From an optimization exercise on the open Yosys and OpenROAD flow, aimed at small area, a short achievable clock period and few clock cycles per item; shortcuts taken in it are not production practice. RTL that was checked went through simulation tests only; none was proved equivalent to the original. Power and IR drop assume default switching activity.

==> flow/design.v (excerpt) <==
module stream_reader_top (
    input  logic          clk_i,
    input  logic          rst_ni,
    input  logic          start_i,
    input  logic [255:0]  lane_cfg_i,
    output logic          done_o,
    output logic [31:0]   ar_addr_o,
    output logic          ar_valid_o,
    input  logic          ar_ready_i,
    input  logic [63:0]   r_data_i,
    input  logic          r_valid_i,
    output logic          r_ready_o,
    output logic [127:0]  data_o,
    output logic [3:0]    valid_o,
    input  logic [3:0]    ready_i
);
    localparam int unsigned NL    = stream_pkg::NODE_NUM;
    localparam int unsigned TRK_D = stream_pkg::MAX_OUTSTANDING;
    localparam int unsigned PTR_W = $clog2(TRK_D);
    logic        run_q;
    logic        issued_q;    
    logic [1:0]  cur_q;       
    logic [31:2] addr_q;      
    logic [16:0] rem_q;       
    logic [15:2] step_q;      
    logic        s4_q;        
    logic        first_q;     
    logic        trk_empty;
    logic [1:0]  nxt;
    logic [31:2] nxt_base;
  ...
==> flow/config.mk <==
export PLATFORM = sky130hd
export DESIGN_NAME = stream_reader_top
export DESIGN_NICKNAME = stream_reader_top
export VERILOG_FILES = /design/flow/design.v
export SDC_FILE = /design/flow/constraint.sdc
export NUM_CORES = 4
export LEC_CHECK = 0
export CAP_MARGIN = 20
export CORE_MARGIN = 2
export CORE_UTILIZATION = 40
export SETUP_SLACK_MARGIN = 2.5
export SLEW_MARGIN = 20
==> flow/constraint.sdc <==
create_clock -name core_clock -period 5.5 [get_ports {clk_i}]
set_input_delay 1.1000 -clock core_clock [delete_from_list [all_inputs] [get_ports {clk_i}]]
set_output_delay 1.1000 -clock core_clock [all_outputs]
set_load 0.01 [all_outputs]
standard.sh (not shown) runs the stock make flow with config.mk's settings and CLKGATE_MAP_FILE= SYNTH_SCRIPT=/design/flow/synth_recipe.tcl, a recipe that flattens the netlist after the stock synthesis.
==> flow/flow/run.sh <==
#!/bin/bash
# Standard layout, with the smallest plain buffer on every port and a
# clock tree of mid-size buffers without dummy loads
set -o pipefail
export BUFFER_PORTS_ARGS="-buffer_cell sky130_fd_sc_hd__buf_1"
export CTS_ARGS="-sink_clustering_enable -repair_clock_nets -dont_use_dummy_load -buf_list {sky130_fd_sc_hd__clkbuf_4 sky130_fd_sc_hd__clkbuf_8}"
bash standard.sh > standard.log 2>&1
Edit:
ABC_AREA = 1   (was not set)
Maximum frequency increases by 2.5%.
Sequential power hardly moves.
Design area grows by 1.9%.
Hold slack gets worse by 5.8 ps.
Combinational power grows by 14%.
Global-route usage rose by 0.77 points.
No functional check of the RTL was part of any run of this note.

Another version of the RTL of stream_reader_top (not shown whole).
Size in the first run: roughly 950 cells after synthesis, roughly 500 I/O pins, roughly 0.011 mm2 of cells after synthesis.
==> flow/config.mk <==
export PLATFORM = sky130hd
export DESIGN_NAME = stream_reader_top
export DESIGN_NICKNAME = stream_reader_top
export VERILOG_FILES = /design/flow/design.v
export SDC_FILE = /design/flow/constraint.sdc
export NUM_CORES = 4
export LEC_CHECK = 0
export CAP_MARGIN = 20
export CORE_MARGIN = 2
export CORE_UTILIZATION = 40
export SETUP_SLACK_MARGIN = 2.5
export SLEW_MARGIN = 20
==> flow/constraint.sdc <==
create_clock -name core_clock -period 5.5 [get_ports {clk_i}]
set_input_delay 1.1000 -clock core_clock [delete_from_list [all_inputs] [get_ports {clk_i}]]
set_output_delay 1.1000 -clock core_clock [all_outputs]
set_load 0.01 [all_outputs]
==> flow/flow/run.sh <==
#!/bin/bash
# Standard layout, with the smallest plain buffer on every port
set -o pipefail
export BUFFER_PORTS_ARGS="-buffer_cell sky130_fd_sc_hd__buf_1"
bash standard.sh > standard.log 2>&1
Change:
==> flow/flow/run.sh (replaced) <==
#!/bin/bash
# Standard layout, with the smallest plain buffer on every port and a
# clock tree of mid-size buffers without dummy loads
set -o pipefail
export BUFFER_PORTS_ARGS="-buffer_cell sky130_fd_sc_hd__buf_1"
export CTS_ARGS="-sink_clustering_enable -repair_clock_nets -dont_use_dummy_load -buf_list {sky130_fd_sc_hd__clkbuf_4 sky130_fd_sc_hd__clkbuf_8}"
bash standard.sh > standard.log 2>&1
Synthesized area does not change.
Count of clock-buffer cells in the layout drops by 2.
Utilization fell by 1.3 points.
Synthesized cell count stays the same.
Maximum frequency is about the same.
Via count is lower by about 0.3%.
Clock skew increases by 0.026 ns.
Hold slack is better by 0.0044 ns.
Die area stays the same.
Routed wire length decreases by 0.39%.
No functional check of the RTL was part of any run of this note.

stream_reader_top, a different RTL version from the one above (not shown whole).
For scale: about 10000 um2 of cells after synthesis.
Design stream_reader_top, start of the top module:
module stream_reader_top (
    input  logic          clk_i,
    input  logic          rst_ni,
    input  logic          start_i,
    input  logic [255:0]  lane_cfg_i,
    output logic          done_o,
    output logic [31:0]   ar_addr_o,
    output logic          ar_valid_o,
    input  logic          ar_ready_i,
    input  logic [63:0]   r_data_i,
    input  logic          r_valid_i,
    output logic          r_ready_o,
    output logic [127:0]  data_o,
    output logic [3:0]    valid_o,
    input  logic [3:0]    ready_i
);
==> flow/config.mk <==
export PLATFORM = sky130hd
export DESIGN_NAME = stream_reader_top
export DESIGN_NICKNAME = stream_reader_top
export VERILOG_FILES = /design/flow/design.v
export SDC_FILE = /design/flow/constraint.sdc
export NUM_CORES = 4
export LEC_CHECK = 0
export CAP_MARGIN = 20
export CORE_MARGIN = 2
export CORE_UTILIZATION = 60
export SETUP_SLACK_MARGIN = 2.5
export SLEW_MARGIN = 20
==> flow/constraint.sdc <==
create_clock -name core_clock -period 5.5 [get_ports {clk_i}]
set_input_delay 1.1000 -clock core_clock [delete_from_list [all_inputs] [get_ports {clk_i}]]
set_output_delay 1.1000 -clock core_clock [all_outputs]
set_load 0.01 [all_outputs]
==> flow/flow/run.sh <==
#!/bin/bash
# Standard layout, with the smallest plain buffer on every port and a
# clock tree of mid-size buffers without dummy loads
set -o pipefail
export BUFFER_PORTS_ARGS="-buffer_cell sky130_fd_sc_hd__buf_1"
export CTS_ARGS="-sink_clustering_enable -repair_clock_nets -dont_use_dummy_load -buf_list {sky130_fd_sc_hd__clkbuf_4 sky130_fd_sc_hd__clkbuf_8}"
bash standard.sh > standard.log 2>&1
The baseline did not get past I/O pin placement (3_2_place_iop).
Testbench counts at the start, summed over its fixed seeds: cycles 28,101, words 20,790.
Then changed:
==> flow/flow/run.sh (replaced) <==
#!/bin/bash
# Standard layout, with the smallest plain buffer on every port
set -o pipefail
export BUFFER_PORTS_ARGS="-buffer_cell sky130_fd_sc_hd__buf_1"
bash standard.sh > standard.log 2>&1
- CORE_UTILIZATION: 60 -> 40
Now the flow finished clean; synthesized area is unchanged; synthesized cell count stays the same.
Then changed:
==> flow/flow/run.sh (replaced) <==
#!/bin/bash
# Standard layout, with the smallest plain buffer on every port and a
# clock tree of mid-size buffers without dummy loads
set -o pipefail
export BUFFER_PORTS_ARGS="-buffer_cell sky130_fd_sc_hd__buf_1"
export CTS_ARGS="-sink_clustering_enable -repair_clock_nets -dont_use_dummy_load -buf_list {sky130_fd_sc_hd__clkbuf_4 sky130_fd_sc_hd__clkbuf_8}"
bash standard.sh > standard.log 2>&1
The changed run completed without violations.
Synthesized area does not change.
Worst setup slack is worse by 8.9 ps.
Global-route usage is about the same.

==> re-timing with driven ports <==
The results above use ideal ports. As a check the final layouts listed here were re-extracted and re-timed, cells and wires unchanged. Step 1, drivers: a clkbuf_16 drives clk_i and a buf_2 each remaining input, both assumed. Step 2 also shifts input and output timing later by t, the mid clock arrival at the registers, as if the neighbouring blocks saw the same clock. a / b / c = no drivers / after step 1 / after step 2; a / b = the first two.
run | shift t [ns] | slack for setup (ns) | worst setup path after step 2 | latest minus earliest clock arrival (ns) | worst slew at a driven data input, ns
the first run of note 1 | 0.467 | 2.512 / 2.512 / 2.230 | input to register | 0.044 / 0.044 | 0.13
the second run of note 1 | 0.471 | 2.586 / 2.553 / 2.300 | input to register | 0.033 / 0.032 | 0.08
the first run of note 2 | 0.477 | 2.526 / 2.520 / 2.114 | input to register | 0.020 / 0.019 | 0.16
the second run of note 2 | 0.478 | 2.530 / 2.530 / 2.148 | input to register | 0.045 / 0.046 | 0.16
the second run of note 3 | 0.471 | 2.533 / 2.512 / 2.144 | input to register | 0.010 / 0.009 | 0.21
the third run of note 3 | 0.485 | 2.524 / 2.503 / 2.075 | input to register | 0.033 / 0.033 | 0.18
After both steps every run listed still meets setup and hold. For the third run of note 3, which loses most, drivers alone change the setup slack by -0.021 ns; drivers and shift together by -0.449 ns.
